Source: an optimization exercise on an open RTL-to-GDS flow (aim: small area, a short achievable clock period and few clock cycles per item). Production flows keep margins and buffers that such runs may drop. RTL that was checked went through simulation tests only; none was proved equivalent to the original. Power and IR drop assume default switching activity.

== the baseline ==
Design card_marking_write_barrier, start of the top module:
module card_marking_write_barrier #(
  parameter int unsigned ADDR_BITS  = 48,
  parameter int unsigned COUNT_BITS = 32
) (
  input  logic                              clk_i,
  input  logic                              rst_ni,
  input  logic                              cfg_we_i,
  input  logic [cmwb_pkg::CFG_IDX_W-1:0]    cfg_index_i,
  input  logic [cmwb_pkg::CFG_DATA_W-1:0]   cfg_data_i,
  input  logic                              in_valid_i,
  output logic                              in_stall_o,
  input  cmwb_pkg::in_word_t                in_data_i,
  output logic                              out_valid_o,
  input  logic                              out_stall_i,
  output cmwb_pkg::out_word_t               out_data_o
);
  logic        active_q;
  logic [47:0] old_base_q, young_base_q;
  logic [48:0] old_len_q, young_len_q;
  logic        old_len_set_q, young_len_set_q;
  logic [15:0] tag0_q, tag1_q, tag2_q;
  logic [2:0]  tag_set_q;
  logic              a_valid_q;
  cmwb_pkg::tests_t  a_tests_q;
  logic [47:0]       a_holder_q;
  logic        o_valid_q;
  logic [2:0]  o_verdict_q;
  logic [47:0] o_addr_q;
  logic              o_load, a_load, accept;
  cmwb_pkg::tests_t  tests;
  logic [2:0]        verdict;
  logic [4:0]        cnt_load;
  logic [4:0][31:0]  cnt;
  assign o_load     = !o_valid_q || !out_stall_i;
  assign a_load     = !a_valid_q || o_load;
  assign in_stall_o = out_stall_i;
  assign accept     = in_valid_i && !out_stall_i;
  always_ff @(posedge clk_i or negedge rst_ni) begin
    if (!rst_ni) begin
      active_q        <= 1'b0;
      old_base_q      <= '0;
      young_base_q    <= '0;
      old_len_set_q   <= 1'b0;
      young_len_set_q <= 1'b0;
      tag_set_q       <= '0;
    end else if (cfg_we_i) begin
      case (cfg_index_i)
        4'd0: active_q        <= cfg_data_i[0];
  ...
Size in the first run: about 400 I/O pins.
==> flow/config.mk <==
export PLATFORM = sky130hd
export DESIGN_NAME = card_marking_write_barrier
export DESIGN_NICKNAME = card_marking_write_barrier
export VERILOG_FILES = /design/flow/design.v
export SDC_FILE = /design/flow/constraint.sdc
export NUM_CORES = 4
export LEC_CHECK = 0
export CAP_MARGIN = 20
export CORE_MARGIN = 2
export CORE_UTILIZATION = 55
export SETUP_SLACK_MARGIN = 4.3
export SLEW_MARGIN = 20
==> flow/constraint.sdc <==
create_clock -name core_clock -period 7.5 [get_ports {clk_i}]
set_input_delay 1.5000 -clock core_clock [delete_from_list [all_inputs] [get_ports {clk_i}]]
set_output_delay 1.5000 -clock core_clock [all_outputs]
set_load 0.01 [all_outputs]
standard.sh (not shown) runs the stock make flow with config.mk's settings and CLKGATE_MAP_FILE= SYNTH_SCRIPT=/design/flow/synth_recipe.tcl, a recipe that flattens the netlist after the stock synthesis.
==> flow/flow/run.sh <==
#!/bin/bash
# The standard layout, with plain buffers on the ports, without the delay
# cells as buffers, and a clock tree of smaller buffers without dummy loads;
# every tool's output goes to standard.log and ORFS's logs
set -uo pipefail
DU="sky130_fd_sc_hd__probe_p_8 sky130_fd_sc_hd__probec_p_8 sky130_fd_sc_hd__lpflow_*"
DU="$DU sky130_fd_sc_hd__clkdlybuf4s* sky130_fd_sc_hd__dlygate* sky130_fd_sc_hd__dlymetal*"
CTS="-sink_clustering_enable -repair_clock_nets -dont_use_dummy_load"
CTS="$CTS -buf_list {sky130_fd_sc_hd__clkbuf_8 sky130_fd_sc_hd__clkbuf_16} -sink_clustering_size 22 -sink_clustering_max_diameter 100"
bash standard.sh "DONT_USE_CELLS=$DU" \
  "BUFFER_PORTS_ARGS=-buffer_cell sky130_fd_sc_hd__buf_1" \
  "CTS_ARGS=$CTS" finish > standard.log 2>&1
Testbench counts of the baseline, summed over its fixed seeds: cycles 16,016, items 16,000.
[inputs] the candidate vs the baseline
--- a/flow/design.v
+++ b/flow/design.v
@@ -55,13 +55,13 @@
     logic [BASE_W-1:0] young_base;
     logic [LEN_W-1:0]  young_length;
     logic [TAG_W-1:0]  object_tag;
     logic [TAG_W-1:0]  string_tag;
     logic [TAG_W-1:0]  bigint_tag;
   } cfg_t;
-  localparam int unsigned LT_GROUPS = 4;
+  localparam int unsigned LT_GROUPS = 7;
   localparam int unsigned GE_GROUPS = 2;
   localparam int unsigned NZ_GROUPS = 2;
   typedef struct packed {
     logic [LT_GROUPS-1:0] g;
     logic [LT_GROUPS-1:0] p;
   } cmp_lt_t;
==> run summary <==
Total power after layout: lower on the baseline
The candidate: no failed stages, no open violations at the end
For routed length on met2, the candidate and the baseline come out practically identical.
Cell area after placement (higher): the candidate
The baseline → the candidate: ratio of total power to cell area up about 0.7%, final area up 2.5%, die area up 1100 µm², post-synthesis share of cell area spent on and, or, nand and nor gates up 1.2 points.
Only the layout flow was run in the candidate; the RTL was not checked for function there.

-- afterwards: timing with drivers on the ports --
The flow's constraints put no driver on any port. The routed layouts listed below were extracted and timed again, unchanged, in two steps. Step 1: set_driving_cell puts a clkbuf_16 on clk_i and a buf_2 on each other input, an assumption about the parent block. Step 2 also shifts input and output timing later by t, the mid clock arrival at the registers, as if the neighbouring blocks saw the same clock. Slacks: ideal / step 1 / step 2; pairs: ideal / step 1.
| run | t (ns) | setup WS [ns] | worst setup path at the end | latest minus earliest clock arrival (ns) | worst data-port slew with drivers (ns) |
|---|---|---|---|---|---|
| the baseline | 0.653 | 4.271 / 4.218 / 3.672 | input to register | 0.037 / 0.037 | 0.09 |
| the candidate | 0.645 | 4.273 / 4.225 / 3.641 | input to register | 0.055 / 0.055 | 0.12 |
After both steps every run listed still meets setup and hold. The setup slack of the candidate, which loses most, moves by -0.048 ns with the drivers and by -0.632 ns with both steps.
